Context: an optimization exercise on an open-source flow, tuned for small area, a short achievable clock period and few clock cycles per item. The choices shown serve that exercise and are no tape-out recipe. RTL that was checked went through simulation tests only; none was proved equivalent to the original. The RTL of run 1 was laid out without a check of its function.

==> design.v <==
package sdft_pkg;
  function automatic int prod_w(input int in_w);
    prod_w = 2 * in_w + 1;
  endfunction
  function automatic int iter_n(input int in_w, input int fr_w);
    iter_n = in_w + fr_w;
  endfunction
endpackage
module serial_udiv #(parameter int rem_w = 15, parameter int out_w = 15, parameter int d_w = 16) (
  input  logic [rem_w-1:0] rem, input logic xbit, input logic [d_w-1:0] divisor,
  output logic [out_w-1:0] rem_o, output logic take);
  localparam int sw = (rem_w + 1 > d_w) ? rem_w + 1 : d_w;
  localparam int TOPS = (sw > 16) ? 16 : (sw > 8) ? 8 : (sw > 4) ? 4 : (sw > 2) ? 2 : 1;
  logic [sw-1:0] sh, dv, diff, g, p, gg, pp;
  always_comb begin
    sh = sw'({rem, xbit}); dv = sw'(divisor);
    g = ~sh & dv;
    p = ~(sh ^ dv);
    gg = g; pp = p;
    for (int s = 1; s < sw; s = s * 2)
      for (int i = 2*s-1; i < sw; i += 2*s) begin
        gg[i] = gg[i] | (pp[i] & gg[i-s]);
        pp[i] = pp[i] & pp[i-s];
      end
    for (int s = TOPS; s >= 1; s = s / 2)
      for (int i = 3*s-1; i < sw; i += 2*s) begin
        gg[i] = gg[i] | (pp[i] & gg[i-s]);
        pp[i] = pp[i] & pp[i-s];
      end
    diff[0] = sh[0] ^ dv[0];
    for (int i = 1; i < sw; i++) diff[i] = sh[i] ^ dv[i] ^ gg[i-1];
    take = !gg[sw-1];
    rem_o = take ? diff[out_w-1:0] : sh[out_w-1:0];
  end
endmodule
module cd_front (
  input  logic [7:0]  ar,
  input  logic [7:0]  ai,
  input  logic [7:0]  br,
  input  logic [7:0]  bi,
  input  logic [3:0]  br_one,
  input  logic [3:0]  br_two,
  input  logic [3:0]  br_neg,
  input  logic [3:0]  bi_one,
  input  logic [3:0]  bi_two,
  input  logic [3:0]  bi_neg,
  output logic [16:0] nr_x,
  output logic [16:0] nr_y,
  output logic [16:0] nr_z,
  output logic [16:0] ni_x,
  output logic [16:0] ni_y,
  output logic [16:0] ni_z,
  output logic [15:0] d_x,
  output logic [15:0] d_y,
  output logic [15:0] d_z
);
  wire r1 = (((br_one[0] & ar[0]) | (br_two[0] & 1'b0))) ^ br_neg[0];
  wire r2 = (((br_one[0] & ar[1]) | (br_two[0] & ar[0]))) ^ br_neg[0];
  wire r3 = (((br_one[0] & ar[2]) | (br_two[0] & ar[1]))) ^ br_neg[0];
  wire r4 = (((br_one[0] & ar[3]) | (br_two[0] & ar[2]))) ^ br_neg[0];
  wire r5 = (((br_one[0] & ar[4]) | (br_two[0] & ar[3]))) ^ br_neg[0];
  wire r6 = (((br_one[0] & ar[5]) | (br_two[0] & ar[4]))) ^ br_neg[0];
  wire r7 = (((br_one[0] & ar[6]) | (br_two[0] & ar[5]))) ^ br_neg[0];
  wire r8 = (((br_one[0] & ar[7]) | (br_two[0] & ar[6]))) ^ br_neg[0];
  wire r9 = (((br_one[0] & ar[7]) | (br_two[0] & ar[7]))) ^ br_neg[0];
  wire r10 = (((br_one[0] & ar[7]) | (br_two[0] & ar[7]))) ^ br_neg[0];
  wire nr11 = ~r10;
  wire r12 = (((br_one[1] & ar[0]) | (br_two[1] & 1'b0))) ^ br_neg[1];
  wire r13 = (((br_one[1] & ar[1]) | (br_two[1] & ar[0]))) ^ br_neg[1];
  wire r14 = (((br_one[1] & ar[2]) | (br_two[1] & ar[1]))) ^ br_neg[1];
  wire r15 = (((br_one[1] & ar[3]) | (br_two[1] & ar[2]))) ^ br_neg[1];
  wire r16 = (((br_one[1] & ar[4]) | (br_two[1] & ar[3]))) ^ br_neg[1];
  wire r17 = (((br_one[1] & ar[5]) | (br_two[1] & ar[4]))) ^ br_neg[1];
  wire r18 = (((br_one[1] & ar[6]) | (br_two[1] & ar[5]))) ^ br_neg[1];
  wire r19 = (((br_one[1] & ar[7]) | (br_two[1] & ar[6]))) ^ br_neg[1];
  wire r20 = (((br_one[1] & ar[7]) | (br_two[1] & ar[7]))) ^ br_neg[1];
  wire r21 = (((br_one[1] & ar[7]) | (br_two[1] & ar[7]))) ^ br_neg[1];
  wire nr22 = ~r21;
  wire r23 = (((br_one[2] & ar[0]) | (br_two[2] & 1'b0))) ^ br_neg[2];
  wire r24 = (((br_one[2] & ar[1]) | (br_two[2] & ar[0]))) ^ br_neg[2];
  wire r25 = (((br_one[2] & ar[2]) | (br_two[2] & ar[1]))) ^ br_neg[2];
  wire r26 = (((br_one[2] & ar[3]) | (br_two[2] & ar[2]))) ^ br_neg[2];
  wire r27 = (((br_one[2] & ar[4]) | (br_two[2] & ar[3]))) ^ br_neg[2];
  wire r28 = (((br_one[2] & ar[5]) | (br_two[2] & ar[4]))) ^ br_neg[2];
  wire r29 = (((br_one[2] & ar[6]) | (br_two[2] & ar[5]))) ^ br_neg[2];
  wire r30 = (((br_one[2] & ar[7]) | (br_two[2] & ar[6]))) ^ br_neg[2];
  wire r31 = (((br_one[2] & ar[7]) | (br_two[2] & ar[7]))) ^ br_neg[2];
  wire r32 = (((br_one[2] & ar[7]) | (br_two[2] & ar[7]))) ^ br_neg[2];
  wire nr33 = ~r32;
  wire r34 = (((br_one[3] & ar[0]) | (br_two[3] & 1'b0))) ^ br_neg[3];
  wire r35 = (((br_one[3] & ar[1]) | (br_two[3] & ar[0]))) ^ br_neg[3];
  wire r36 = (((br_one[3] & ar[2]) | (br_two[3] & ar[1]))) ^ br_neg[3];
  wire r37 = (((br_one[3] & ar[3]) | (br_two[3] & ar[2]))) ^ br_neg[3];
  wire r38 = (((br_one[3] & ar[4]) | (br_two[3] & ar[3]))) ^ br_neg[3];
  wire r39 = (((br_one[3] & ar[5]) | (br_two[3] & ar[4]))) ^ br_neg[3];
  wire r40 = (((br_one[3] & ar[6]) | (br_two[3] & ar[5]))) ^ br_neg[3];
  wire r41 = (((br_one[3] & ar[7]) | (br_two[3] & ar[6]))) ^ br_neg[3];
  wire r42 = (((br_one[3] & ar[7]) | (br_two[3] & ar[7]))) ^ br_neg[3];
  wire r43 = (((br_one[3] & ar[7]) | (br_two[3] & ar[7]))) ^ br_neg[3];
  wire nr44 = ~r43;
  wire r45 = (((bi_one[0] & ai[0]) | (bi_two[0] & 1'b0))) ^ bi_neg[0];
  wire r46 = (((bi_one[0] & ai[1]) | (bi_two[0] & ai[0]))) ^ bi_neg[0];
  wire r47 = (((bi_one[0] & ai[2]) | (bi_two[0] & ai[1]))) ^ bi_neg[0];
  wire r48 = (((bi_one[0] & ai[3]) | (bi_two[0] & ai[2]))) ^ bi_neg[0];
  wire r49 = (((bi_one[0] & ai[4]) | (bi_two[0] & ai[3]))) ^ bi_neg[0];
  wire r50 = (((bi_one[0] & ai[5]) | (bi_two[0] & ai[4]))) ^ bi_neg[0];
  wire r51 = (((bi_one[0] & ai[6]) | (bi_two[0] & ai[5]))) ^ bi_neg[0];
  wire r52 = (((bi_one[0] & ai[7]) | (bi_two[0] & ai[6]))) ^ bi_neg[0];
  wire r53 = (((bi_one[0] & ai[7]) | (bi_two[0] & ai[7]))) ^ bi_neg[0];
  wire r54 = (((bi_one[0] & ai[7]) | (bi_two[0] & ai[7]))) ^ bi_neg[0];
  wire nr55 = ~r54;
  wire r56 = (((bi_one[1] & ai[0]) | (bi_two[1] & 1'b0))) ^ bi_neg[1];
  wire r57 = (((bi_one[1] & ai[1]) | (bi_two[1] & ai[0]))) ^ bi_neg[1];
  wire r58 = (((bi_one[1] & ai[2]) | (bi_two[1] & ai[1]))) ^ bi_neg[1];
  wire r59 = (((bi_one[1] & ai[3]) | (bi_two[1] & ai[2]))) ^ bi_neg[1];
  wire r60 = (((bi_one[1] & ai[4]) | (bi_two[1] & ai[3]))) ^ bi_neg[1];
  wire r61 = (((bi_one[1] & ai[5]) | (bi_two[1] & ai[4]))) ^ bi_neg[1];
  wire r62 = (((bi_one[1] & ai[6]) | (bi_two[1] & ai[5]))) ^ bi_neg[1];
  wire r63 = (((bi_one[1] & ai[7]) | (bi_two[1] & ai[6]))) ^ bi_neg[1];
  wire r64 = (((bi_one[1] & ai[7]) | (bi_two[1] & ai[7]))) ^ bi_neg[1];
  wire r65 = (((bi_one[1] & ai[7]) | (bi_two[1] & ai[7]))) ^ bi_neg[1];
  wire nr66 = ~r65;
  wire r67 = (((bi_one[2] & ai[0]) | (bi_two[2] & 1'b0))) ^ bi_neg[2];
  wire r68 = (((bi_one[2] & ai[1]) | (bi_two[2] & ai[0]))) ^ bi_neg[2];
  wire r69 = (((bi_one[2] & ai[2]) | (bi_two[2] & ai[1]))) ^ bi_neg[2];
  wire r70 = (((bi_one[2] & ai[3]) | (bi_two[2] & ai[2]))) ^ bi_neg[2];
  wire r71 = (((bi_one[2] & ai[4]) | (bi_two[2] & ai[3]))) ^ bi_neg[2];
  wire r72 = (((bi_one[2] & ai[5]) | (bi_two[2] & ai[4]))) ^ bi_neg[2];
  wire r73 = (((bi_one[2] & ai[6]) | (bi_two[2] & ai[5]))) ^ bi_neg[2];
  wire r74 = (((bi_one[2] & ai[7]) | (bi_two[2] & ai[6]))) ^ bi_neg[2];
  wire r75 = (((bi_one[2] & ai[7]) | (bi_two[2] & ai[7]))) ^ bi_neg[2];
  wire r76 = (((bi_one[2] & ai[7]) | (bi_two[2] & ai[7]))) ^ bi_neg[2];
  wire nr77 = ~r76;
  wire r78 = (((bi_one[3] & ai[0]) | (bi_two[3] & 1'b0))) ^ bi_neg[3];
  wire r79 = (((bi_one[3] & ai[1]) | (bi_two[3] & ai[0]))) ^ bi_neg[3];
  wire r80 = (((bi_one[3] & ai[2]) | (bi_two[3] & ai[1]))) ^ bi_neg[3];
  wire r81 = (((bi_one[3] & ai[3]) | (bi_two[3] & ai[2]))) ^ bi_neg[3];
  wire r82 = (((bi_one[3] & ai[4]) | (bi_two[3] & ai[3]))) ^ bi_neg[3];
  wire r83 = (((bi_one[3] & ai[5]) | (bi_two[3] & ai[4]))) ^ bi_neg[3];
  wire r84 = (((bi_one[3] & ai[6]) | (bi_two[3] & ai[5]))) ^ bi_neg[3];
  wire r85 = (((bi_one[3] & ai[7]) | (bi_two[3] & ai[6]))) ^ bi_neg[3];
  wire r86 = (((bi_one[3] & ai[7]) | (bi_two[3] & ai[7]))) ^ bi_neg[3];
  wire r87 = (((bi_one[3] & ai[7]) | (bi_two[3] & ai[7]))) ^ bi_neg[3];
  wire nr88 = ~r87;
  wire e89 = br_neg[3] ^ bi_neg[3];
  wire e90 = br_neg[3] & bi_neg[3];
  wire s91 = r5 ^ r14 ^ r23;
  wire c92 = (r5 & r14) | (r5 & r23) | (r14 & r23);
  wire s93 = r6 ^ r15;
  wire c94 = r6 & r15;
  wire s95 = r7 ^ r16 ^ r25;
  wire c96 = (r7 & r16) | (r7 & r25) | (r16 & r25);
  wire s97 = r34 ^ r51 ^ r60;
  wire c98 = (r34 & r51) | (r34 & r60) | (r51 & r60);
  wire s99 = r8 ^ r17 ^ r26;
  wire c100 = (r8 & r17) | (r8 & r26) | (r17 & r26);
  wire s101 = r35 ^ r52 ^ r61;
  wire c102 = (r35 & r52) | (r35 & r61) | (r52 & r61);
  wire s103 = r70 ^ r79;
  wire c104 = r70 & r79;
  wire s105 = r9 ^ r18 ^ r27;
  wire c106 = (r9 & r18) | (r9 & r27) | (r18 & r27);
  wire s107 = r36 ^ r53 ^ r62;
  wire c108 = (r36 & r53) | (r36 & r62) | (r53 & r62);
  wire s109 = r71 ^ r80;
  wire c110 = r71 & r80;
  wire s111 = nr11 ^ r19 ^ r28;
  wire c112 = (nr11 & r19) | (nr11 & r28) | (r19 & r28);
  wire s113 = r37 ^ nr55 ^ r63;
  wire c114 = (r37 & nr55) | (r37 & r63) | (nr55 & r63);
  wire s115 = r72 ^ r81;
  wire c116 = r72 & r81;
  wire s117 = r20 ^ r29 ^ r38;
  wire c118 = (r20 & r29) | (r20 & r38) | (r29 & r38);
  wire s119 = r64 ^ r73 ^ r82;
  wire c120 = (r64 & r73) | (r64 & r82) | (r73 & r82);
  wire s121 = nr22 ^ r30 ^ r39;
  wire c122 = (nr22 & r30) | (nr22 & r39) | (r30 & r39);
  wire s123 = nr66 ^ r74;
  wire c124 = nr66 & r74;
  wire s125 = r3 ^ r12 ^ br_neg[1];
  wire c126 = (r3 & r12) | (r3 & br_neg[1]) | (r12 & br_neg[1]);
  wire s127 = r4 ^ r13;
  wire c128 = r4 & r13;
  wire s129 = s91 ^ br_neg[2] ^ r49;
  wire c130 = (s91 & br_neg[2]) | (s91 & r49) | (br_neg[2] & r49);
  wire s131 = r58 ^ r67;
  wire c132 = r58 & r67;
  wire s133 = c92 ^ s93 ^ r24;
  wire c134 = (c92 & s93) | (c92 & r24) | (s93 & r24);
  wire s135 = r50 ^ r59 ^ r68;
  wire c136 = (r50 & r59) | (r50 & r68) | (r59 & r68);
  wire s137 = c94 ^ s95 ^ s97;
  wire c138 = (c94 & s95) | (c94 & s97) | (s95 & s97);
  wire s139 = r69 ^ r78 ^ e89;
  wire c140 = (r69 & r78) | (r69 & e89) | (r78 & e89);
  wire s141 = c96 ^ c98 ^ s99;
  wire c142 = (c96 & c98) | (c96 & s99) | (c98 & s99);
  wire s143 = s101 ^ s103 ^ e90;
  wire c144 = (s101 & s103) | (s101 & e90) | (s103 & e90);
  wire s145 = c100 ^ c102 ^ c104;
  wire c146 = (c100 & c102) | (c100 & c104) | (c102 & c104);
  wire s147 = s105 ^ s107 ^ s109;
  wire c148 = (s105 & s107) | (s105 & s109) | (s107 & s109);
  wire s149 = c106 ^ c108 ^ c110;
  wire c150 = (c106 & c108) | (c106 & c110) | (c108 & c110);
  wire s151 = s111 ^ s113 ^ s115;
  wire c152 = (s111 & s113) | (s111 & s115) | (s113 & s115);
  wire s153 = c112 ^ c114 ^ c116;
  wire c154 = (c112 & c114) | (c112 & c116) | (c114 & c116);
  wire s155 = s117 ^ s119 ^ 1'b1;
  wire c156 = (s117 & s119) | (s117 & 1'b1) | (s119 & 1'b1);
  wire s157 = c118 ^ c120 ^ s121;
  wire c158 = (c118 & c120) | (c118 & s121) | (c120 & s121);
  wire s159 = s123 ^ r83 ^ 1'b1;
  wire c160 = (s123 & r83) | (s123 & 1'b1) | (r83 & 1'b1);
  wire s161 = c122 ^ c124 ^ r31;
  wire c162 = (c122 & c124) | (c122 & r31) | (c124 & r31);
  wire s163 = r40 ^ r75 ^ r84;
  wire c164 = (r40 & r75) | (r40 & r84) | (r75 & r84);
  wire s165 = nr33 ^ r41 ^ nr77;
  wire c166 = (nr33 & r41) | (nr33 & nr77) | (r41 & nr77);
  wire s167 = r85 ^ 1'b1;
  wire c168 = r85 & 1'b1;
  wire s169 = r1 ^ br_neg[0];
  wire c170 = r1 & br_neg[0];
  wire s171 = s125 ^ r47;
  wire c172 = s125 & r47;
  wire s173 = c126 ^ s127 ^ r48;
  wire c174 = (c126 & s127) | (c126 & r48) | (s127 & r48);
  wire s175 = c128 ^ s129 ^ s131;
  wire c176 = (c128 & s129) | (c128 & s131) | (s129 & s131);
  wire s177 = c130 ^ c132 ^ s133;
  wire c178 = (c130 & c132) | (c130 & s133) | (c132 & s133);
  wire s179 = c134 ^ c136 ^ s137;
  wire c180 = (c134 & c136) | (c134 & s137) | (c136 & s137);
  wire s181 = c138 ^ c140 ^ s141;
  wire c182 = (c138 & c140) | (c138 & s141) | (c140 & s141);
  wire s183 = c142 ^ c144 ^ s145;
  wire c184 = (c142 & c144) | (c142 & s145) | (c144 & s145);
  wire s185 = c146 ^ c148 ^ s149;
  wire c186 = (c146 & c148) | (c146 & s149) | (c148 & s149);
  wire s187 = c150 ^ c152 ^ s153;
  wire c188 = (c150 & c152) | (c150 & s153) | (c152 & s153);
  wire s189 = c154 ^ c156 ^ s157;
  wire c190 = (c154 & c156) | (c154 & s157) | (c156 & s157);
  wire s191 = c158 ^ c160 ^ s161;
  wire c192 = (c158 & c160) | (c158 & s161) | (c160 & s161);
  wire s193 = c162 ^ c164 ^ s165;
  wire c194 = (c162 & c164) | (c162 & s165) | (c164 & s165);
  wire s195 = c166 ^ c168 ^ r42;
  wire c196 = (c166 & c168) | (c166 & r42) | (c168 & r42);
  wire s197 = nr44 ^ nr88;
  wire c198 = nr44 & nr88;
  assign nr_x = {c198, c196, c194, c192, c190, c188, c186, c184, c182, c180, c178, c176, c174, c172, s171, c170, s169};
  assign nr_y = {1'b0, s197, s195, s193, s191, s189, s187, s185, s183, s181, s179, s177, s175, s173, r56, r2, r45};
  assign nr_z = {1'b0, 1'b1, r86, s167, s163, s159, s155, s151, s147, s143, s139, s135, bi_neg[2], r57, bi_neg[1], r46, bi_neg[0]};
  wire r199 = (((br_one[0] & ai[0]) | (br_two[0] & 1'b0))) ^ br_neg[0];
  wire r200 = (((br_one[0] & ai[1]) | (br_two[0] & ai[0]))) ^ br_neg[0];
  wire r201 = (((br_one[0] & ai[2]) | (br_two[0] & ai[1]))) ^ br_neg[0];
  wire r202 = (((br_one[0] & ai[3]) | (br_two[0] & ai[2]))) ^ br_neg[0];
  wire r203 = (((br_one[0] & ai[4]) | (br_two[0] & ai[3]))) ^ br_neg[0];
  wire r204 = (((br_one[0] & ai[5]) | (br_two[0] & ai[4]))) ^ br_neg[0];
  wire r205 = (((br_one[0] & ai[6]) | (br_two[0] & ai[5]))) ^ br_neg[0];
  wire r206 = (((br_one[0] & ai[7]) | (br_two[0] & ai[6]))) ^ br_neg[0];
  wire r207 = (((br_one[0] & ai[7]) | (br_two[0] & ai[7]))) ^ br_neg[0];
  wire r208 = (((br_one[0] & ai[7]) | (br_two[0] & ai[7]))) ^ br_neg[0];
  wire nr209 = ~r208;
  wire r210 = (((br_one[1] & ai[0]) | (br_two[1] & 1'b0))) ^ br_neg[1];
  wire r211 = (((br_one[1] & ai[1]) | (br_two[1] & ai[0]))) ^ br_neg[1];
  wire r212 = (((br_one[1] & ai[2]) | (br_two[1] & ai[1]))) ^ br_neg[1];
  wire r213 = (((br_one[1] & ai[3]) | (br_two[1] & ai[2]))) ^ br_neg[1];
  wire r214 = (((br_one[1] & ai[4]) | (br_two[1] & ai[3]))) ^ br_neg[1];
  wire r215 = (((br_one[1] & ai[5]) | (br_two[1] & ai[4]))) ^ br_neg[1];
  wire r216 = (((br_one[1] & ai[6]) | (br_two[1] & ai[5]))) ^ br_neg[1];
  wire r217 = (((br_one[1] & ai[7]) | (br_two[1] & ai[6]))) ^ br_neg[1];
  wire r218 = (((br_one[1] & ai[7]) | (br_two[1] & ai[7]))) ^ br_neg[1];
  wire r219 = (((br_one[1] & ai[7]) | (br_two[1] & ai[7]))) ^ br_neg[1];
  wire nr220 = ~r219;
  wire r221 = (((br_one[2] & ai[0]) | (br_two[2] & 1'b0))) ^ br_neg[2];
  wire r222 = (((br_one[2] & ai[1]) | (br_two[2] & ai[0]))) ^ br_neg[2];
  wire r223 = (((br_one[2] & ai[2]) | (br_two[2] & ai[1]))) ^ br_neg[2];
  wire r224 = (((br_one[2] & ai[3]) | (br_two[2] & ai[2]))) ^ br_neg[2];
  wire r225 = (((br_one[2] & ai[4]) | (br_two[2] & ai[3]))) ^ br_neg[2];
  wire r226 = (((br_one[2] & ai[5]) | (br_two[2] & ai[4]))) ^ br_neg[2];
  wire r227 = (((br_one[2] & ai[6]) | (br_two[2] & ai[5]))) ^ br_neg[2];
  wire r228 = (((br_one[2] & ai[7]) | (br_two[2] & ai[6]))) ^ br_neg[2];
  wire r229 = (((br_one[2] & ai[7]) | (br_two[2] & ai[7]))) ^ br_neg[2];
  wire r230 = (((br_one[2] & ai[7]) | (br_two[2] & ai[7]))) ^ br_neg[2];
  wire nr231 = ~r230;
  wire r232 = (((br_one[3] & ai[0]) | (br_two[3] & 1'b0))) ^ br_neg[3];
  wire r233 = (((br_one[3] & ai[1]) | (br_two[3] & ai[0]))) ^ br_neg[3];
  wire r234 = (((br_one[3] & ai[2]) | (br_two[3] & ai[1]))) ^ br_neg[3];
  wire r235 = (((br_one[3] & ai[3]) | (br_two[3] & ai[2]))) ^ br_neg[3];
  wire r236 = (((br_one[3] & ai[4]) | (br_two[3] & ai[3]))) ^ br_neg[3];
  wire r237 = (((br_one[3] & ai[5]) | (br_two[3] & ai[4]))) ^ br_neg[3];
  wire r238 = (((br_one[3] & ai[6]) | (br_two[3] & ai[5]))) ^ br_neg[3];
  wire r239 = (((br_one[3] & ai[7]) | (br_two[3] & ai[6]))) ^ br_neg[3];
  wire r240 = (((br_one[3] & ai[7]) | (br_two[3] & ai[7]))) ^ br_neg[3];
  wire r241 = (((br_one[3] & ai[7]) | (br_two[3] & ai[7]))) ^ br_neg[3];
  wire nr242 = ~r241;
  wire ng243 = ~bi_neg[0] & (bi_one[0] | bi_two[0]);
  wire r244 = (((bi_one[0] & ar[0]) | (bi_two[0] & 1'b0))) ^ ng243;
  wire r245 = (((bi_one[0] & ar[1]) | (bi_two[0] & ar[0]))) ^ ng243;
  wire r246 = (((bi_one[0] & ar[2]) | (bi_two[0] & ar[1]))) ^ ng243;
  wire r247 = (((bi_one[0] & ar[3]) | (bi_two[0] & ar[2]))) ^ ng243;
  wire r248 = (((bi_one[0] & ar[4]) | (bi_two[0] & ar[3]))) ^ ng243;
  wire r249 = (((bi_one[0] & ar[5]) | (bi_two[0] & ar[4]))) ^ ng243;
  wire r250 = (((bi_one[0] & ar[6]) | (bi_two[0] & ar[5]))) ^ ng243;
  wire r251 = (((bi_one[0] & ar[7]) | (bi_two[0] & ar[6]))) ^ ng243;
  wire r252 = (((bi_one[0] & ar[7]) | (bi_two[0] & ar[7]))) ^ ng243;
  wire r253 = (((bi_one[0] & ar[7]) | (bi_two[0] & ar[7]))) ^ ng243;
  wire nr254 = ~r253;
  wire ng255 = ~bi_neg[1] & (bi_one[1] | bi_two[1]);
  wire r256 = (((bi_one[1] & ar[0]) | (bi_two[1] & 1'b0))) ^ ng255;
  wire r257 = (((bi_one[1] & ar[1]) | (bi_two[1] & ar[0]))) ^ ng255;
  wire r258 = (((bi_one[1] & ar[2]) | (bi_two[1] & ar[1]))) ^ ng255;
  wire r259 = (((bi_one[1] & ar[3]) | (bi_two[1] & ar[2]))) ^ ng255;
  wire r260 = (((bi_one[1] & ar[4]) | (bi_two[1] & ar[3]))) ^ ng255;
  wire r261 = (((bi_one[1] & ar[5]) | (bi_two[1] & ar[4]))) ^ ng255;
  wire r262 = (((bi_one[1] & ar[6]) | (bi_two[1] & ar[5]))) ^ ng255;
  wire r263 = (((bi_one[1] & ar[7]) | (bi_two[1] & ar[6]))) ^ ng255;
  wire r264 = (((bi_one[1] & ar[7]) | (bi_two[1] & ar[7]))) ^ ng255;
  wire r265 = (((bi_one[1] & ar[7]) | (bi_two[1] & ar[7]))) ^ ng255;
  wire nr266 = ~r265;
  wire ng267 = ~bi_neg[2] & (bi_one[2] | bi_two[2]);
  wire r268 = (((bi_one[2] & ar[0]) | (bi_two[2] & 1'b0))) ^ ng267;
  wire r269 = (((bi_one[2] & ar[1]) | (bi_two[2] & ar[0]))) ^ ng267;
  wire r270 = (((bi_one[2] & ar[2]) | (bi_two[2] & ar[1]))) ^ ng267;
  wire r271 = (((bi_one[2] & ar[3]) | (bi_two[2] & ar[2]))) ^ ng267;
  wire r272 = (((bi_one[2] & ar[4]) | (bi_two[2] & ar[3]))) ^ ng267;
  wire r273 = (((bi_one[2] & ar[5]) | (bi_two[2] & ar[4]))) ^ ng267;
  wire r274 = (((bi_one[2] & ar[6]) | (bi_two[2] & ar[5]))) ^ ng267;
  wire r275 = (((bi_one[2] & ar[7]) | (bi_two[2] & ar[6]))) ^ ng267;
  wire r276 = (((bi_one[2] & ar[7]) | (bi_two[2] & ar[7]))) ^ ng267;
  wire r277 = (((bi_one[2] & ar[7]) | (bi_two[2] & ar[7]))) ^ ng267;
  wire nr278 = ~r277;
  wire ng279 = ~bi_neg[3] & (bi_one[3] | bi_two[3]);
  wire r280 = (((bi_one[3] & ar[0]) | (bi_two[3] & 1'b0))) ^ ng279;
  wire r281 = (((bi_one[3] & ar[1]) | (bi_two[3] & ar[0]))) ^ ng279;
  wire r282 = (((bi_one[3] & ar[2]) | (bi_two[3] & ar[1]))) ^ ng279;
  wire r283 = (((bi_one[3] & ar[3]) | (bi_two[3] & ar[2]))) ^ ng279;
  wire r284 = (((bi_one[3] & ar[4]) | (bi_two[3] & ar[3]))) ^ ng279;
  wire r285 = (((bi_one[3] & ar[5]) | (bi_two[3] & ar[4]))) ^ ng279;
  wire r286 = (((bi_one[3] & ar[6]) | (bi_two[3] & ar[5]))) ^ ng279;
  wire r287 = (((bi_one[3] & ar[7]) | (bi_two[3] & ar[6]))) ^ ng279;
  wire r288 = (((bi_one[3] & ar[7]) | (bi_two[3] & ar[7]))) ^ ng279;
  wire r289 = (((bi_one[3] & ar[7]) | (bi_two[3] & ar[7]))) ^ ng279;
  wire nr290 = ~r289;
  wire e291 = br_neg[3] ^ ng279;
  wire e292 = br_neg[3] & ng279;
  wire s293 = r203 ^ r212 ^ r221;
  wire c294 = (r203 & r212) | (r203 & r221) | (r212 & r221);
  wire s295 = r204 ^ r213;
  wire c296 = r204 & r213;
  wire s297 = r205 ^ r214 ^ r223;
  wire c298 = (r205 & r214) | (r205 & r223) | (r214 & r223);
  wire s299 = r232 ^ r250 ^ r260;
  wire c300 = (r232 & r250) | (r232 & r260) | (r250 & r260);
  wire s301 = r206 ^ r215 ^ r224;
  wire c302 = (r206 & r215) | (r206 & r224) | (r215 & r224);
  wire s303 = r233 ^ r251 ^ r261;
  wire c304 = (r233 & r251) | (r233 & r261) | (r251 & r261);
  wire s305 = r271 ^ r281;
  wire c306 = r271 & r281;
  wire s307 = r207 ^ r216 ^ r225;
  wire c308 = (r207 & r216) | (r207 & r225) | (r216 & r225);
  wire s309 = r234 ^ r252 ^ r262;
  wire c310 = (r234 & r252) | (r234 & r262) | (r252 & r262);
  wire s311 = r272 ^ r282;
  wire c312 = r272 & r282;
  wire s313 = nr209 ^ r217 ^ r226;
  wire c314 = (nr209 & r217) | (nr209 & r226) | (r217 & r226);
  wire s315 = r235 ^ nr254 ^ r263;
  wire c316 = (r235 & nr254) | (r235 & r263) | (nr254 & r263);
  wire s317 = r273 ^ r283;
  wire c318 = r273 & r283;
  wire s319 = r218 ^ r227 ^ r236;
  wire c320 = (r218 & r227) | (r218 & r236) | (r227 & r236);
  wire s321 = r264 ^ r274 ^ r284;
  wire c322 = (r264 & r274) | (r264 & r284) | (r274 & r284);
  wire s323 = nr220 ^ r228 ^ r237;
  wire c324 = (nr220 & r228) | (nr220 & r237) | (r228 & r237);
  wire s325 = nr266 ^ r275;
  wire c326 = nr266 & r275;
  wire s327 = r201 ^ r210 ^ br_neg[1];
  wire c328 = (r201 & r210) | (r201 & br_neg[1]) | (r210 & br_neg[1]);
  wire s329 = r202 ^ r211;
  wire c330 = r202 & r211;
  wire s331 = s293 ^ br_neg[2] ^ r248;
  wire c332 = (s293 & br_neg[2]) | (s293 & r248) | (br_neg[2] & r248);
  wire s333 = r258 ^ r268;
  wire c334 = r258 & r268;
  wire s335 = c294 ^ s295 ^ r222;
  wire c336 = (c294 & s295) | (c294 & r222) | (s295 & r222);
  wire s337 = r249 ^ r259 ^ r269;
  wire c338 = (r249 & r259) | (r249 & r269) | (r259 & r269);
  wire s339 = c296 ^ s297 ^ s299;
  wire c340 = (c296 & s297) | (c296 & s299) | (s297 & s299);
  wire s341 = r270 ^ r280 ^ e291;
  wire c342 = (r270 & r280) | (r270 & e291) | (r280 & e291);
  wire s343 = c298 ^ c300 ^ s301;
  wire c344 = (c298 & c300) | (c298 & s301) | (c300 & s301);
  wire s345 = s303 ^ s305 ^ e292;
  wire c346 = (s303 & s305) | (s303 & e292) | (s305 & e292);
  wire s347 = c302 ^ c304 ^ c306;
  wire c348 = (c302 & c304) | (c302 & c306) | (c304 & c306);
  wire s349 = s307 ^ s309 ^ s311;
  wire c350 = (s307 & s309) | (s307 & s311) | (s309 & s311);
  wire s351 = c308 ^ c310 ^ c312;
  wire c352 = (c308 & c310) | (c308 & c312) | (c310 & c312);
  wire s353 = s313 ^ s315 ^ s317;
  wire c354 = (s313 & s315) | (s313 & s317) | (s315 & s317);
  wire s355 = c314 ^ c316 ^ c318;
  wire c356 = (c314 & c316) | (c314 & c318) | (c316 & c318);
  wire s357 = s319 ^ s321 ^ 1'b1;
  wire c358 = (s319 & s321) | (s319 & 1'b1) | (s321 & 1'b1);
  wire s359 = c320 ^ c322 ^ s323;
  wire c360 = (c320 & c322) | (c320 & s323) | (c322 & s323);
  wire s361 = s325 ^ r285 ^ 1'b1;
  wire c362 = (s325 & r285) | (s325 & 1'b1) | (r285 & 1'b1);
  wire s363 = c324 ^ c326 ^ r229;
  wire c364 = (c324 & c326) | (c324 & r229) | (c326 & r229);
  wire s365 = r238 ^ r276 ^ r286;
  wire c366 = (r238 & r276) | (r238 & r286) | (r276 & r286);
  wire s367 = nr231 ^ r239 ^ nr278;
  wire c368 = (nr231 & r239) | (nr231 & nr278) | (r239 & nr278);
  wire s369 = r287 ^ 1'b1;
  wire c370 = r287 & 1'b1;
  wire s371 = r199 ^ br_neg[0];
  wire c372 = r199 & br_neg[0];
  wire s373 = s327 ^ r246;
  wire c374 = s327 & r246;
  wire s375 = c328 ^ s329 ^ r247;
  wire c376 = (c328 & s329) | (c328 & r247) | (s329 & r247);
  wire s377 = c330 ^ s331 ^ s333;
  wire c378 = (c330 & s331) | (c330 & s333) | (s331 & s333);
  wire s379 = c332 ^ c334 ^ s335;
  wire c380 = (c332 & c334) | (c332 & s335) | (c334 & s335);
  wire s381 = c336 ^ c338 ^ s339;
  wire c382 = (c336 & c338) | (c336 & s339) | (c338 & s339);
  wire s383 = c340 ^ c342 ^ s343;
  wire c384 = (c340 & c342) | (c340 & s343) | (c342 & s343);
  wire s385 = c344 ^ c346 ^ s347;
  wire c386 = (c344 & c346) | (c344 & s347) | (c346 & s347);
  wire s387 = c348 ^ c350 ^ s351;
  wire c388 = (c348 & c350) | (c348 & s351) | (c350 & s351);
  wire s389 = c352 ^ c354 ^ s355;
  wire c390 = (c352 & c354) | (c352 & s355) | (c354 & s355);
  wire s391 = c356 ^ c358 ^ s359;
  wire c392 = (c356 & c358) | (c356 & s359) | (c358 & s359);
  wire s393 = c360 ^ c362 ^ s363;
  wire c394 = (c360 & c362) | (c360 & s363) | (c362 & s363);
  wire s395 = c364 ^ c366 ^ s367;
  wire c396 = (c364 & c366) | (c364 & s367) | (c366 & s367);
  wire s397 = c368 ^ c370 ^ r240;
  wire c398 = (c368 & c370) | (c368 & r240) | (c370 & r240);
  wire s399 = nr242 ^ nr290;
  wire c400 = nr242 & nr290;
  assign ni_x = {c400, c398, c396, c394, c392, c390, c388, c386, c384, c382, c380, c378, c376, c374, s373, c372, s371};
  assign ni_y = {1'b0, s399, s397, s395, s393, s391, s389, s387, s385, s383, s381, s379, s377, s375, r256, r200, r244};
  assign ni_z = {1'b0, 1'b1, r288, s369, s365, s361, s357, s353, s349, s345, s341, s337, ng267, r257, ng255, r245, ng243};
  wire sq401 = br[0] & br[1];
  wire sq402 = br[0] & br[2];
  wire sq403 = br[0] & br[3];
  wire sq404 = br[0] & br[4];
  wire sq405 = br[0] & br[5];
  wire sq406 = br[0] & br[6];
  wire sq407 = br[0] & br[7];
  wire nq408 = ~sq407;
  wire sq409 = br[1] & br[2];
  wire sq410 = br[1] & br[3];
  wire sq411 = br[1] & br[4];
  wire sq412 = br[1] & br[5];
  wire sq413 = br[1] & br[6];
  wire sq414 = br[1] & br[7];
  wire nq415 = ~sq414;
  wire sq416 = br[2] & br[3];
  wire sq417 = br[2] & br[4];
  wire sq418 = br[2] & br[5];
  wire sq419 = br[2] & br[6];
  wire sq420 = br[2] & br[7];
  wire nq421 = ~sq420;
  wire sq422 = br[3] & br[4];
  wire sq423 = br[3] & br[5];
  wire sq424 = br[3] & br[6];
  wire sq425 = br[3] & br[7];
  wire nq426 = ~sq425;
  wire sq427 = br[4] & br[5];
  wire sq428 = br[4] & br[6];
  wire sq429 = br[4] & br[7];
  wire nq430 = ~sq429;
  wire sq431 = br[5] & br[6];
  wire sq432 = br[5] & br[7];
  wire nq433 = ~sq432;
  wire sq434 = br[6] & br[7];
  wire nq435 = ~sq434;
  wire sq436 = bi[0] & bi[1];
  wire sq437 = bi[0] & bi[2];
  wire sq438 = bi[0] & bi[3];
  wire sq439 = bi[0] & bi[4];
  wire sq440 = bi[0] & bi[5];
  wire sq441 = bi[0] & bi[6];
  wire sq442 = bi[0] & bi[7];
  wire nq443 = ~sq442;
  wire sq444 = bi[1] & bi[2];
  wire sq445 = bi[1] & bi[3];
  wire sq446 = bi[1] & bi[4];
  wire sq447 = bi[1] & bi[5];
  wire sq448 = bi[1] & bi[6];
  wire sq449 = bi[1] & bi[7];
  wire nq450 = ~sq449;
  wire sq451 = bi[2] & bi[3];
  wire sq452 = bi[2] & bi[4];
  wire sq453 = bi[2] & bi[5];
  wire sq454 = bi[2] & bi[6];
  wire sq455 = bi[2] & bi[7];
  wire nq456 = ~sq455;
  wire sq457 = bi[3] & bi[4];
  wire sq458 = bi[3] & bi[5];
  wire sq459 = bi[3] & bi[6];
  wire sq460 = bi[3] & bi[7];
  wire nq461 = ~sq460;
  wire sq462 = bi[4] & bi[5];
  wire sq463 = bi[4] & bi[6];
  wire sq464 = bi[4] & bi[7];
  wire nq465 = ~sq464;
  wire sq466 = bi[5] & bi[6];
  wire sq467 = bi[5] & bi[7];
  wire nq468 = ~sq467;
  wire sq469 = bi[6] & bi[7];
  wire nq470 = ~sq469;
  wire e471 = br[4] ^ bi[4];
  wire e472 = br[4] & bi[4];
  wire s473 = sq405 ^ sq411 ^ sq416;
  wire c474 = (sq405 & sq411) | (sq405 & sq416) | (sq411 & sq416);
  wire s475 = sq406 ^ sq412;
  wire c476 = sq406 & sq412;
  wire s477 = nq408 ^ sq413 ^ sq418;
  wire c478 = (nq408 & sq413) | (nq408 & sq418) | (sq413 & sq418);
  wire s479 = sq422 ^ nq443 ^ sq448;
  wire c480 = (sq422 & nq443) | (sq422 & sq448) | (nq443 & sq448);
  wire s481 = nq415 ^ sq419 ^ sq423;
  wire c482 = (nq415 & sq419) | (nq415 & sq423) | (sq419 & sq423);
  wire s483 = nq450 ^ sq454 ^ sq458;
  wire c484 = (nq450 & sq454) | (nq450 & sq458) | (sq454 & sq458);
  wire s485 = nq421 ^ sq424 ^ sq427;
  wire c486 = (nq421 & sq424) | (nq421 & sq427) | (sq424 & sq427);
  wire s487 = br[5] ^ nq456 ^ sq459;
  wire c488 = (br[5] & nq456) | (br[5] & sq459) | (nq456 & sq459);
  wire s489 = sq403 ^ sq409 ^ br[2];
  wire c490 = (sq403 & sq409) | (sq403 & br[2]) | (sq409 & br[2]);
  wire s491 = sq404 ^ sq410;
  wire c492 = sq404 & sq410;
  wire s493 = s473 ^ br[3] ^ sq440;
  wire c494 = (s473 & br[3]) | (s473 & sq440) | (br[3] & sq440);
  wire s495 = sq446 ^ sq451;
  wire c496 = sq446 & sq451;
  wire s497 = c474 ^ s475 ^ sq417;
  wire c498 = (c474 & s475) | (c474 & sq417) | (s475 & sq417);
  wire s499 = sq441 ^ sq447 ^ sq452;
  wire c500 = (sq441 & sq447) | (sq441 & sq452) | (sq447 & sq452);
  wire s501 = c476 ^ s477 ^ s479;
  wire c502 = (c476 & s477) | (c476 & s479) | (s477 & s479);
  wire s503 = sq453 ^ sq457 ^ e471;
  wire c504 = (sq453 & sq457) | (sq453 & e471) | (sq457 & e471);
  wire s505 = c478 ^ c480 ^ s481;
  wire c506 = (c478 & c480) | (c478 & s481) | (c480 & s481);
  wire s507 = s483 ^ 1'b1 ^ e472;
  wire c508 = (s483 & 1'b1) | (s483 & e472) | (1'b1 & e472);
  wire s509 = c482 ^ c484 ^ s485;
  wire c510 = (c482 & c484) | (c482 & s485) | (c484 & s485);
  wire s511 = s487 ^ sq462 ^ bi[5];
  wire c512 = (s487 & sq462) | (s487 & bi[5]) | (sq462 & bi[5]);
  wire s513 = c486 ^ c488 ^ nq426;
  wire c514 = (c486 & c488) | (c486 & nq426) | (c488 & nq426);
  wire s515 = sq428 ^ nq461 ^ sq463;
  wire c516 = (sq428 & nq461) | (sq428 & sq463) | (nq461 & sq463);
  wire s517 = nq430 ^ sq431 ^ br[6];
  wire c518 = (nq430 & sq431) | (nq430 & br[6]) | (sq431 & br[6]);
  wire s519 = nq465 ^ sq466 ^ bi[6];
  wire c520 = (nq465 & sq466) | (nq465 & bi[6]) | (sq466 & bi[6]);
  wire s521 = sq401 ^ br[1];
  wire c522 = sq401 & br[1];
  wire s523 = s489 ^ sq438;
  wire c524 = s489 & sq438;
  wire s525 = c490 ^ s491 ^ sq439;
  wire c526 = (c490 & s491) | (c490 & sq439) | (s491 & sq439);
  wire s527 = c492 ^ s493 ^ s495;
  wire c528 = (c492 & s493) | (c492 & s495) | (s493 & s495);
  wire s529 = c494 ^ c496 ^ s497;
  wire c530 = (c494 & c496) | (c494 & s497) | (c496 & s497);
  wire s531 = c498 ^ c500 ^ s501;
  wire c532 = (c498 & c500) | (c498 & s501) | (c500 & s501);
  wire s533 = c502 ^ c504 ^ s505;
  wire c534 = (c502 & c504) | (c502 & s505) | (c504 & s505);
  wire s535 = c506 ^ c508 ^ s509;
  wire c536 = (c506 & c508) | (c506 & s509) | (c508 & s509);
  wire s537 = c510 ^ c512 ^ s513;
  wire c538 = (c510 & c512) | (c510 & s513) | (c512 & s513);
  wire s539 = c514 ^ c516 ^ s517;
  wire c540 = (c514 & c516) | (c514 & s517) | (c516 & s517);
  wire s541 = c518 ^ c520 ^ nq433;
  wire c542 = (c518 & c520) | (c518 & nq433) | (c520 & nq433);
  wire s543 = nq435 ^ br[7] ^ nq470;
  wire c544 = (nq435 & br[7]) | (nq435 & nq470) | (br[7] & nq470);
  assign d_x = {c544, c542, c540, c538, c536, c534, c532, c530, c528, c526, c524, s523, c522, s521, 1'b0, br[0]};
  assign d_y = {1'b0, s543, s541, s539, s537, s535, s533, s531, s529, s527, s525, sq444, sq402, sq436, 1'b0, bi[0]};
  assign d_z = {1'b0, bi[7], nq468, s519, s515, s511, s507, s503, s499, bi[3], sq445, bi[2], sq437, bi[1], 1'b0, 1'b0};
endmodule
module complex_div #(
  parameter int data_in_w  = 8,
  parameter int data_out_w = 16,
  parameter int frac_w     = 8
) (
  input  logic                         clk,
  input  logic                         reset_n,
  input  logic signed [data_in_w-1:0]  a_real,
  input  logic signed [data_in_w-1:0]  a_imag,
  input  logic signed [data_in_w-1:0]  b_real,
  input  logic signed [data_in_w-1:0]  b_imag,
  input  logic                         in_valid,
  output logic                         in_ready,
  output logic signed [data_out_w-1:0] out_real,
  output logic signed [data_out_w-1:0] out_imag,
  output logic                         out_valid,
  input  logic                         out_ready,
  output logic                         div_zero,
  output logic                         sat
);
  localparam int NS = 16;    
  localparam int DW = 16;    
  localparam int SPS = 1;    
  localparam int NT = NS / SPS;  
  logic          adv;                
  logic [NT+4:0] vld;                
  logic          kv;                 
  logic          push, pop, o_free;
  assign in_ready = adv;
  logic [7:0] ar0, ai0, br0, bi0;
  logic [3:0] br_one, br_two, br_neg, bi_one, bi_two, bi_neg;
  function automatic logic [11:0] booth(input logic [7:0] b);
    logic [3:0] o, t, n;
    logic       b2, b1, b0;
    for (int k = 0; k < 4; k++) begin
      b2   = b[2*k+1];
      b1   = b[2*k];
      b0   = (k == 0) ? 1'b0 : b[2*k-1];
      o[k] = b1 ^ b0;
      t[k] = (b2 & ~b1 & ~b0) | (~b2 & b1 & b0);
      n[k] = b2 & ~(b1 & b0);
    end
    booth = {o, t, n};
  endfunction
  logic [16:0] nr_x, nr_y, nr_z, ni_x, ni_y, ni_z;
  logic [15:0] d_x, d_y, d_z;
  logic [16:0] nr_x1, nr_y1, nr_z1, ni_x1, ni_y1, ni_z1;
  logic [15:0] d_x1, d_y1, d_z1;
  logic        dz1;
  cd_front u_front (
    .ar(ar0), .ai(ai0), .br(br0), .bi(bi0),
    .br_one(br_one), .br_two(br_two), .br_neg(br_neg),
    .bi_one(bi_one), .bi_two(bi_two), .bi_neg(bi_neg),
    .nr_x(nr_x), .nr_y(nr_y), .nr_z(nr_z),
    .ni_x(ni_x), .ni_y(ni_y), .ni_z(ni_z),
    .d_x(d_x), .d_y(d_y), .d_z(d_z)
  );
  always_ff @(posedge clk) begin
    if (adv) begin
      ar0   <= a_real;
      ai0   <= a_imag;
      br0   <= b_real;
      bi0   <= b_imag;
      {br_one, br_two, br_neg} <= booth(b_real);
      {bi_one, bi_two, bi_neg} <= booth(b_imag);
      nr_x1 <= nr_x;
      nr_y1 <= nr_y;
      nr_z1 <= nr_z;
      ni_x1 <= ni_x;
      ni_y1 <= ni_y;
      ni_z1 <= ni_z;
      d_x1  <= d_x;
      d_y1  <= d_y;
      d_z1  <= d_z;
      dz1   <= (br0 == 8'd0) && (bi0 == 8'd0);
    end
  end
  logic [NS:0][14:0] rem_r, rem_i;    
  logic [NS:0][15:0] dq_r, dq_i;      
  logic [NS:0][15:0] den;
  logic [NS:0]       ng_r, ng_i, dz;
  logic [16:0] nr2, ni2;
  logic [15:0] d2;
  logic        dz2;
  always_ff @(posedge clk) begin
    if (adv) begin
      nr2 <= nr_x1 + nr_y1 + nr_z1;
      ni2 <= ni_x1 + ni_y1 + ni_z1;
      d2  <= d_x1 + d_y1 + d_z1;
      dz2 <= dz1;
    end
  end
  logic [15:0] nm_r3, nm_i3, d3;
  logic        ng_r3, ng_i3, dz3;
  always_ff @(posedge clk) begin
    if (adv) begin
      nm_r3 <= nr2[16] ? 16'(-nr2) : nr2[15:0];
      nm_i3 <= ni2[16] ? 16'(-ni2) : ni2[15:0];
      ng_r3 <= nr2[16];
      ng_i3 <= ni2[16];
      d3    <= d2;
      dz3   <= dz2;
    end
  end
  assign rem_r[0] = 15'(nm_r3[15:8]);
  assign rem_i[0] = 15'(nm_i3[15:8]);
  assign dq_r[0]  = {nm_r3[7:0], 8'b0};
  assign dq_i[0]  = {nm_i3[7:0], 8'b0};
  assign den[0]   = d3;
  assign ng_r[0]  = ng_r3;
  assign ng_i[0]  = ng_i3;
  assign dz[0]    = dz3;
  for (genvar j = 1; j <= NS; j++) begin : g_step
    localparam int WI = (8 + j - 1 < 15) ? 8 + j - 1 : 15;    
    localparam int WO = (8 + j < 15) ? 8 + j : 15;            
    localparam int XQ = (j < 8) ? 8 : j;                       
    localparam bit REG = (j % SPS == 0) || (j == NS);
    logic [WO-1:0] nrem_r, nrem_i;
    logic          tk_r, tk_i;
    logic [15:0]   ndq_r, ndq_i;
    serial_udiv #(.rem_w(WI), .out_w(WO), .d_w(DW)) u_r (
      .rem(rem_r[j-1][WI-1:0]), .xbit(dq_r[j-1][15]), .divisor(den[j-1]),
      .rem_o(nrem_r), .take(tk_r));
    serial_udiv #(.rem_w(WI), .out_w(WO), .d_w(DW)) u_i (
      .rem(rem_i[j-1][WI-1:0]), .xbit(dq_i[j-1][15]), .divisor(den[j-1]),
      .rem_o(nrem_i), .take(tk_i));
    assign ndq_r = {dq_r[j-1][14:0], tk_r};
    assign ndq_i = {dq_i[j-1][14:0], tk_i};
    if (REG) begin : g_reg
      logic [XQ-1:0] xq_r, xq_i;
      logic          g_r, g_i, z;
      always_ff @(posedge clk) begin
        if (adv) begin
          g_r <= ng_r[j-1];
          g_i <= ng_i[j-1];
          z   <= dz[j-1];
        end
      end
      if (j < 8) begin : g_x
        always_ff @(posedge clk) begin
          if (adv) begin
            xq_r <= {ndq_r[15:8+j], ndq_r[j-1:0]};
            xq_i <= {ndq_i[15:8+j], ndq_i[j-1:0]};
          end
        end
        assign dq_r[j] = {xq_r[7:j], 8'b0, xq_r[j-1:0]};
        assign dq_i[j] = {xq_i[7:j], 8'b0, xq_i[j-1:0]};
      end else begin : g_q
        always_ff @(posedge clk) begin
          if (adv) begin
            xq_r <= ndq_r[j-1:0];
            xq_i <= ndq_i[j-1:0];
          end
        end
        assign dq_r[j] = 16'(xq_r);
        assign dq_i[j] = 16'(xq_i);
      end
      if (j < NS) begin : g_rem
        logic [WO-1:0] rr, ri;
        logic [15:0]   dd;
        always_ff @(posedge clk) begin
          if (adv) begin
            rr <= nrem_r;
            ri <= nrem_i;
            dd <= den[j-1];
          end
        end
        assign rem_r[j] = 15'(rr);
        assign rem_i[j] = 15'(ri);
        assign den[j]   = dd;
      end else begin : g_last
        assign rem_r[j] = '0;
        assign rem_i[j] = '0;
        assign den[j]   = '0;
      end
      assign ng_r[j] = g_r;
      assign ng_i[j] = g_i;
      assign dz[j]   = z;
    end else begin : g_comb
      assign rem_r[j] = 15'(nrem_r);
      assign rem_i[j] = 15'(nrem_i);
      assign dq_r[j]  = ndq_r;
      assign dq_i[j]  = ndq_i;
      assign den[j]   = den[j-1];
      assign ng_r[j]  = ng_r[j-1];
      assign ng_i[j]  = ng_i[j-1];
      assign dz[j]    = dz[j-1];
    end
  end
  function automatic logic [16:0] clamp(input logic neg, input logic zero, input logic [15:0] q);
    logic [15:0] v;
    logic        s;
    if (zero) begin
      v = 16'd0;
      s = 1'b0;
    end else if (q[15]) begin
      v = neg ? 16'h8000 : 16'h7fff;
      s = !neg || (q[14:0] != 15'd0);
    end else begin
      v = neg ? -q : q;
      s = 1'b0;
    end
    clamp = {s, v};
  endfunction
  logic [15:0] res_r, res_i;
  logic        st_r, st_i;
  assign {st_r, res_r} = clamp(ng_r[NS], dz[NS], dq_r[NS]);
  assign {st_i, res_i} = clamp(ng_i[NS], dz[NS], dq_i[NS]);
  logic [15:0] k_real, k_imag;
  logic        k_dz, k_sat;
  assign push   = adv && vld[NT+3];
  assign pop    = out_valid && out_ready;
  assign o_free = !out_valid || out_ready;
  always_ff @(posedge clk) begin
    if (adv) begin
      k_real <= res_r;
      k_imag <= res_i;
      k_dz   <= dz[NS];
      k_sat  <= st_r || st_i;
    end
    if (o_free) begin
      out_real <= kv ? k_real : res_r;
      out_imag <= kv ? k_imag : res_i;
      div_zero <= kv ? k_dz   : dz[NS];
      sat      <= kv ? k_sat  : (st_r || st_i);
    end
  end
  logic kv_n;
  always_comb begin
    if (o_free) kv_n = kv && push;
    else        kv_n = kv || push;
  end
  always_ff @(posedge clk or negedge reset_n) begin
    if (!reset_n) begin
      adv       <= 1'b0;
      vld       <= '0;
      kv        <= 1'b0;
      out_valid <= 1'b0;
    end else begin
      if (adv) vld <= {vld[NT+3:0], in_valid};
      kv        <= kv_n;
      out_valid <= o_free ? (kv || push) : 1'b1;
      adv       <= !kv_n;
    end
  end
endmodule
==> run.sh <==
#!/bin/bash
# synth_recipe.tcl (not shown) runs the flow's synth.tcl, then flattens the netlist and writes it again
# the make line also repeats each setting of config.mk as NAME=value (left out here)
make -C /OpenROAD-flow-scripts/flow DESIGN_CONFIG=/design/flow/config.mk WORK_HOME=/design/flow/orfs CLKGATE_MAP_FILE= SYNTH_SCRIPT=/design/flow/synth_recipe.tcl finish
==> config.mk <==
export PLATFORM = sky130hd
export DESIGN_NAME = complex_div
export DESIGN_NICKNAME = complex_div
export VERILOG_FILES = /design/flow/design.v
export SDC_FILE = /design/flow/constraint.sdc
export NUM_CORES = 4
export LEC_CHECK = 0
export CAP_MARGIN = 20
export CORE_MARGIN = 2
export CORE_UTILIZATION = 60
export SETUP_SLACK_MARGIN = 3.8
export SLEW_MARGIN = 20
==> constraint.sdc <==
create_clock -name core_clock -period 7.0 [get_ports {clk}]
set_input_delay 1.4000 -clock core_clock [delete_from_list [all_inputs] [get_ports {clk}]]
set_output_delay 1.4000 -clock core_clock [all_outputs]
set_load 0.01 [all_outputs]
==> results of run 1 <==
## through the flow
step                      setup WS (ns)  area [sq um]  hold WS (ns)   util
final                              3.62         84400         0.411  0.673
after global routing               3.51         84400         0.412  0.673
after CTS                          3.56         83400         0.411  0.665
after detailed placement           3.23         78200         0.405  0.624
after global placement             3.30         78200         0.401  0.624
after floorplan                   -3.47         75600         0.400      -
## state kept, by name, indices dropped and copies added, names as in the netlist, 20 cells and up
register and flops:
g_step.g_reg.xq_r 164, g_step.g_reg.xq_i 164, g_step.g_reg.g_rem.ri 204, g_step.g_reg.g_rem.dd 240, vld 20, g_step.g_reg.g_rem.rr 204
## repair_timing
action	4_1_cts	5_1_grt
resized for setup	82	71
setup buffers	34	74
pin swaps	35	57
setup endpoints to repair	645	180
hold buffers	0	0
cloned	1	1
endpoints found under the hold margin	0	0
## per-layer routing
metal | track usage | wire length [microns] | vias to the layer above
met5 | 0 | 0 | -
met3 | 0.0332 | 6950 | 259
met1 | 0.325 | 66200 | 21512
met4 | 0.0801 | 4740 | 0
met2 | 0.406 | 75700 | 990
li1 | - | - | 20850
## logic make-up (layout without fill, tap and decap cells)
logic type,Yosys count,after routing
multiplexers,292,292
XOR/XNOR,356,356
adder cells (fa/ha/maj),840,840
buffers and inverters,792,1117
flip-flops,1407,1407
AO/OA/AOI/OAI,1005,1007
AND/OR/NAND/NOR,976,976
## worst paths after layout
| kind | from | endpoint | slack [ns] |
|---|---|---|---|
| worst max-delay path | g_step[5].g_reg.g_rem.dd[0]$_DFFE_PP_ | g_step[6].g_reg.g_rem.ri[12]$_DFFE_PP_ | 3.62 |
| worst min-delay path | d2[6]$_DFFE_PP_ | d3[6]$_DFFE_PP_ | 0.41 |
| worst max register to register | g_step[5].g_reg.g_rem.dd[0]$_DFFE_PP_ | g_step[6].g_reg.g_rem.ri[12]$_DFFE_PP_ | 3.62 |
| worst min register to register | d2[6]$_DFFE_PP_ | d3[6]$_DFFE_PP_ | 0.41 |
| max in group asynchronous | reset_n | adv$_DFF_PN0_ | 6.03 |
| min in group asynchronous | reset_n | out_valid$_DFF_PN0_ | 0.59 |
## layout by cell type (no fill, tap or decap), types with 56 or more instances in the layout
| cell | netlist | layout |
|---|---|---|
| xnor2_1 | 195 | 195 |
| nand2b_1 | 63 | 63 |
| nor3_1 | 65 | 61 |
| nor2_1 | 250 | 250 |
| a21oi_1 | 195 | 190 |
| ha_1 | 507 | 498 |
| a21o_1 | 153 | 150 |
| inv_1 | 627 | 626 |
| nor2b_1 | 56 | 56 |
| buf_4 | 8 | 134 |
| clkdlybuf4s50_1 | 0 | 67 |
| nand2_1 | 300 | 299 |
| mux2i_1 | 240 | 236 |
| clkbuf_16 | 0 | 151 |
| fa_1 | 331 | 310 |
| edfxtp_1 | 1384 | 1384 |
| xor2_1 | 161 | 160 |
| o21ai_0 | 235 | 214 |
| a22oi_1 | 104 | 104 |
## critical path, stage by stage, from the launching register on
cell	delay, ns
edfxtp_1	0.41
buf_6	0.14
ha_4	0.15
fa_2	0.33
a21o_1	0.18
a311o_1	0.40
o311a_1	0.38
o21ai_1	0.13
nand2b_1	0.09
a21o_1	0.18
a21o_1	0.18
fa_2	0.51
mux2i_1	0.06
## area by class of cell
type,instances,area (sq um),share of cell area
clock buffers,190,3930,0.0465
clock inverters,69,624,0.00740
inverters,627,2350,0.0279
multi-input cells,3471,31100,0.369
flip-flops and latches,1407,42100,0.499
well taps,1650,2060,0.0245
repair buffers,231,2150,0.0255
==> results_dict.tcl, run 1 <==
set metrics [dict create \
    status "finished clean" \
    syn-cell-area_sq_um 75600 \
    die_area_sq_um 129000 \
    grt_pass1_vias 43558 \
    yosys.area_share.xor_xnor 0.0412 \
    synth_top_area_frac 0.549 \
    synth_area_leaders "edfxtp_1 55%, fa_1 8.8%, ha_1 8.4%" \
    final_net_count 6762 \
    stdcell_count 7645 \
    antenna_found_initial 2 \
    rr_worst_depth 12 \
    netlist-cell-type-count 78 \
    max_freq_mhz 296 \
    criticalPathCategory "reg2reg" \
    cp.arrival_ns 3.90 \
    viasPerCell 5.70 \
    synth_warnings 9 \
    drtAntennaViolNets 0 \
    yosys.area.top_type "edfxtp_1" \
    max_cap_viol_count 0 \
    relSlewSlack 0.263 \
    clk_pin_slew_worst_paths_ns 0.06 \
    cts_root_buf "clkbuf_16" \
    crit_required_ns 7.52 \
    dr.first_iter.drc_count 3141 \
    yosysMostFrequentCell "edfxtp_1" \
    portBuffers 71 \
    synth_top_family_by_area "adder cells" \
    drc 0 \
    overflow 0 \
    hpwl_mm 109 \
    initial_core_util 0.603 \
    cts_tree "built" \
    cp-start-kind "register" \
    maxSlewViolCount 0 \
    syn-num-nets 6542 \
    rows 130 \
    dr.pass1.iters 6 \
    diodes 0 \
    wirelength_mm 154 \
    synth-compound-area-share 0.0882 \
    finalSetupTns_ns 0 \
    finalCritPeriodShare 0.483 \
    h-tree-depth 4 \
    hold_viol 0 \
    yosys.area_share.simple 0.0620 \
    synth_mux_area_frac 0.0395 \
    synth_fa_ha_area_frac 0.172 \
    min_period_ns 3.38 \
    ios 72 \
    worstSetupEndpointType "register" \
    dp.cells 7275 \
    grt_usage 0.241 \
    grt_pass1_wl_mm 243 \
    syn_inst 5668 \
    drive_gt1_frac 0.0946 \
    cts_buffers 150 \
    synth-edff-count 1384 \
    gp_congestion 0.846 \
    cp_max_fo 2 \
    ys_seq_elements 1407 \
    rsz0062_at_grt "yes" \
    die_h_microns 359 \
    finClkSkew_ns 0.0240 \
    vias 43611 \
    syn_avg_cell_area_sq_um 13.3 \
    grt_start_max_net_pins 170 \
    synth_ff_type "edfxtp_1" \
    async_reset_ff_frac 0.0163 \
    fillers 9046 \
    worstMarginPinSlew_ns 1.10 \
    syn_to_final_growth_pct 11.6 \
    setup_viol 0 \
    hold_class "reg2reg" \
    hold_path_depth 0 \
    clk_latency_ns 0.78 \
    clkSinkCount 1407 \
    yosysSeqAreaShare 0.557 \
    die_w_microns 359 \
    netlist_top_cells_count "1384 x edfxtp_1, 627 x inv_1, 507 x ha_1" \
    wire_per_inst_microns 20.1 \
    cts_buffer_depth 3 \
    core_sq_um 125000 \
]
==> inputs of run 2 (changes only) <==
--- a/design.v
+++ b/design.v
@@ -656,7 +656,6 @@
   logic [15:0] d_x, d_y, d_z;
   logic [16:0] nr_x1, nr_y1, nr_z1, ni_x1, ni_y1, ni_z1;
   logic [15:0] d_x1, d_y1, d_z1;
-  logic        dz1;
   cd_front u_front (
     .ar(ar0), .ai(ai0), .br(br0), .bi(bi0),
     .br_one(br_one), .br_two(br_two), .br_neg(br_neg),
@@ -682,26 +681,23 @@
       d_x1  <= d_x;
       d_y1  <= d_y;
       d_z1  <= d_z;
-      dz1   <= (br0 == 8'd0) && (bi0 == 8'd0);
     end
   end
   logic [NS:0][14:0] rem_r, rem_i;    
   logic [NS:0][15:0] dq_r, dq_i;      
   logic [NS:0][15:0] den;
-  logic [NS:0]       ng_r, ng_i, dz;
+  logic [NS:0]       ng_r, ng_i, dz;   
   logic [16:0] nr2, ni2;
   logic [15:0] d2;
-  logic        dz2;
   always_ff @(posedge clk) begin
     if (adv) begin
       nr2 <= nr_x1 + nr_y1 + nr_z1;
       ni2 <= ni_x1 + ni_y1 + ni_z1;
       d2  <= d_x1 + d_y1 + d_z1;
-      dz2 <= dz1;
     end
   end
   logic [15:0] nm_r3, nm_i3, d3;
-  logic        ng_r3, ng_i3, dz3;
+  logic        ng_r3, ng_i3;
   always_ff @(posedge clk) begin
     if (adv) begin
       nm_r3 <= nr2[16] ? 16'(-nr2) : nr2[15:0];
@@ -709,7 +705,6 @@
       ng_r3 <= nr2[16];
       ng_i3 <= ni2[16];
       d3    <= d2;
-      dz3   <= dz2;
     end
   end
   assign rem_r[0] = 15'(nm_r3[15:8]);
@@ -719,7 +714,7 @@
   assign den[0]   = d3;
   assign ng_r[0]  = ng_r3;
   assign ng_i[0]  = ng_i3;
-  assign dz[0]    = dz3;
+  assign dz[0]    = 1'b0;
   for (genvar j = 1; j <= NS; j++) begin : g_step
     localparam int WI = (8 + j - 1 < 15) ? 8 + j - 1 : 15;    
     localparam int WO = (8 + j < 15) ? 8 + j : 15;            
@@ -738,12 +733,11 @@
     assign ndq_i = {dq_i[j-1][14:0], tk_i};
     if (REG) begin : g_reg
       logic [XQ-1:0] xq_r, xq_i;
-      logic          g_r, g_i, z;
+      logic          g_r, g_i;
       always_ff @(posedge clk) begin
         if (adv) begin
           g_r <= ng_r[j-1];
           g_i <= ng_i[j-1];
-          z   <= dz[j-1];
         end
       end
       if (j < 8) begin : g_x
@@ -778,14 +772,19 @@
         assign rem_r[j] = 15'(rr);
         assign rem_i[j] = 15'(ri);
         assign den[j]   = dd;
+        assign dz[j]    = 1'b0;
       end else begin : g_last
+        logic z;
+        always_ff @(posedge clk) begin
+          if (adv) z <= (den[j-1] == 16'd0);
+        end
         assign rem_r[j] = '0;
         assign rem_i[j] = '0;
         assign den[j]   = '0;
+        assign dz[j]    = z;
       end
       assign ng_r[j] = g_r;
       assign ng_i[j] = g_i;
-      assign dz[j]   = z;
     end else begin : g_comb
       assign rem_r[j] = 15'(nrem_r);
       assign rem_i[j] = 15'(nrem_i);
@@ -794,7 +793,7 @@
       assign den[j]   = den[j-1];
       assign ng_r[j]  = ng_r[j-1];
       assign ng_i[j]  = ng_i[j-1];
-      assign dz[j]    = dz[j-1];
+      assign dz[j]    = 1'b0;
     end
   end
   function automatic logic [16:0] clamp(input logic neg, input logic zero, input logic [15:0] q);
--- a/config.mk
+++ b/config.mk
@@ -8,5 +8,7 @@
 export CAP_MARGIN = 20
 export CORE_MARGIN = 2
 export CORE_UTILIZATION = 60
+export CTS_BUF_LIST = sky130_fd_sc_hd__clkbuf_4
+export CTS_CLUSTER_SIZE = 24
 export SETUP_SLACK_MARGIN = 3.8
 export SLEW_MARGIN = 20
==> results_dict.tcl, run 2 <==
set metrics [dict create \
    status "finished clean" \
    worstSetupEndpointType "output pin" \
    rows 130 \
    die_area_sq_um 128000 \
    wirelength_mm 148 \
    worst_slack_ns 3.64 \
    cts_buffers 378 \
    cp.arrival_ns 1.96 \
    syn-cell-area_sq_um 75400 \
    drive_gt1_frac 0.152 \
    min_period_ns 3.36 \
    syn-num-nets 6423 \
    cp_max_fo 2 \
    rr_worst_depth 12 \
    netlist_top_cells_count "1366 x edfxtp_1, 605 x inv_1, 507 x ha_1" \
    portBuffers 71 \
    grt_start_max_net_pins 181 \
    yosysSeqAreaShare 0.552 \
    initial_core_util 0.603 \
    viasPerCell 5.54 \
    setup_viol 0 \
    worstMarginPinSlew_ns 1.09 \
    antenna_found_initial 4 \
    syn_inst 5549 \
    regMostFlops "g_step.g_reg.g_rem.dd" \
    wire_per_inst_microns 18.8 \
    vias 43762 \
    ys_seq_elements 1389 \
    drtAntennaViolNets 0 \
    max_cap_viol_count 0 \
    final_net_count 6872 \
    synth_top_area_frac 0.544 \
    rsz0062_at_grt "yes" \
    cp_top_family "flip-flops" \
    final_common_cell "edfxtp_1" \
    hold_viol 0 \
    synth_area_leaders "edfxtp_1 54%, fa_1 8.8%, ha_1 8.4%" \
    hpwl_mm 105 \
    final_area_sq_um 83500 \
    pre_cts_ws_ns 3.45 \
    path_cells "buf_12" \
    fillers 9412 \
    place_area_sq_um 77700 \
    finClkSkew_ns 0.0767 \
    multi_input_area_sq_um 31100 \
    regArea_sq_um 41600 \
]
## run 2: cell families (layout without fill, tap and decap cells)
| group | after synthesis | after routing | synth area share |
|---|---|---|---|
| flip-flops | 1389 | 1389 | 0.552 |
| multiplexers | 339 | 339 | 0.0459 |
| adder cells (fa/ha/maj) | 839 | 839 | 0.172 |
| XOR/XNOR | 354 | 354 | 0.0411 |
| AO/OA/AOI/OAI | 946 | 949 | 0.0891 |
| other | 0 | 8 | 0 |
| buffers and inverters | 766 | 1457 | 0.0408 |
| AND/OR/NAND/NOR | 916 | 916 | 0.0592 |
## run 2: area by class of cell
type,count,area share
Timing Repair Buffer,226,0.0237
Antenna cell,8,0.000240
Tap cell,1650,0.0247
Multi-Input combinational cell,3397,0.373
Inverter,606,0.0273
Clock inverter,91,0.00501
Clock buffer,534,0.0480
Sequential cell,1389,0.498
## run 2: worst max path at each step
| stage | startpoint | to | slack (ns) | depth (start not counted) |
|---|---|---|---|---|
| after CTS | adv$_DFF_PN0_ | in_ready | 3.45 | 1 |
| after detailed placement | g_step[7].g_reg.g_rem.dd[0]$_DFFE_PP_ | g_step[8].g_reg.g_rem.ri[12]$_DFFE_PP_ | 3.45 | 9 |
| after global routing | adv$_DFF_PN0_ | in_ready | 3.50 | 1 |
| after floorplan | adv$_DFF_PN0_ | in_ready | -3.35 | 0 |
| final | adv$_DFF_PN0_ | in_ready | 3.64 | 1 |
| after global placement | g_step[7].g_reg.g_rem.dd[0]$_DFFE_PP_ | g_step[8].g_reg.g_rem.ri[12]$_DFFE_PP_ | 3.46 | 9 |
## run 2: timing repair
action / 4_1_cts / 5_1_grt
setup buffers: 32 / 88
endpoints found under the hold margin: 0 / 0
setup endpoints to repair: 244 / 222
pin swaps: 16 / 43
cloned: 2 / 1
resized for setup: 183 / 57
## run 2: layer usage
layer / global-route usage / vias up / share of wire
li1: - / 21212 / -
met1: 0.268 / 21132 / 0.38
met2: 0.419 / 1016 / 0.52
met3: 0.0398 / 402 / 0.040
met4: 0.132 / 0 / 0.052
met5: 0 / - / 0
## run 2: stage by stage
stage / instances / hold slack (ns)
after floorplan: 5549 / 0.400
after global routing: 7901 / 0.0293
after detailed placement: 7145 / 0.405
after CTS: 7804 / 0.382
after global placement: 7145 / 0.401
final: 7901 / 0.0942
Testbench counts of run 2, summed over its fixed seeds: cycles 3,376, items 3,200.

==> port drivers added, routing unchanged <==
No port has a modelled driver above. Below, the same layouts with a new extraction and two added sets of constraints.
Step 1 (the two cells are an assumption about what drives the block):
set clk [get_ports {clk}]
set_driving_cell -lib_cell sky130_fd_sc_hd__clkbuf_16 $clk
set_driving_cell -lib_cell sky130_fd_sc_hd__buf_2 [delete_from_list [all_inputs] $clk]
Step 2, shift: input delay + t, output delay - t, t = (earliest + latest rising clock arrival at the registers) / 2. This alone moves slack from input paths to output paths.
a / b / c = ideal ports / drivers / drivers and shift; a / b = the first two.
run | t (ns) | setup WS [ns] | worst setup path at the end | slew at the worst register clock pin (ns) | pins driven straight from the clock port
run 1 | 0.850 | 3.619 / 3.619 / 3.619 | register to register | 0.06 / 0.06 | 1
run 2 | 1.319 | 3.636 / 3.564 / 3.751 | input to register | 0.08 / 0.08 | 1
After both steps every run listed still meets setup and hold.
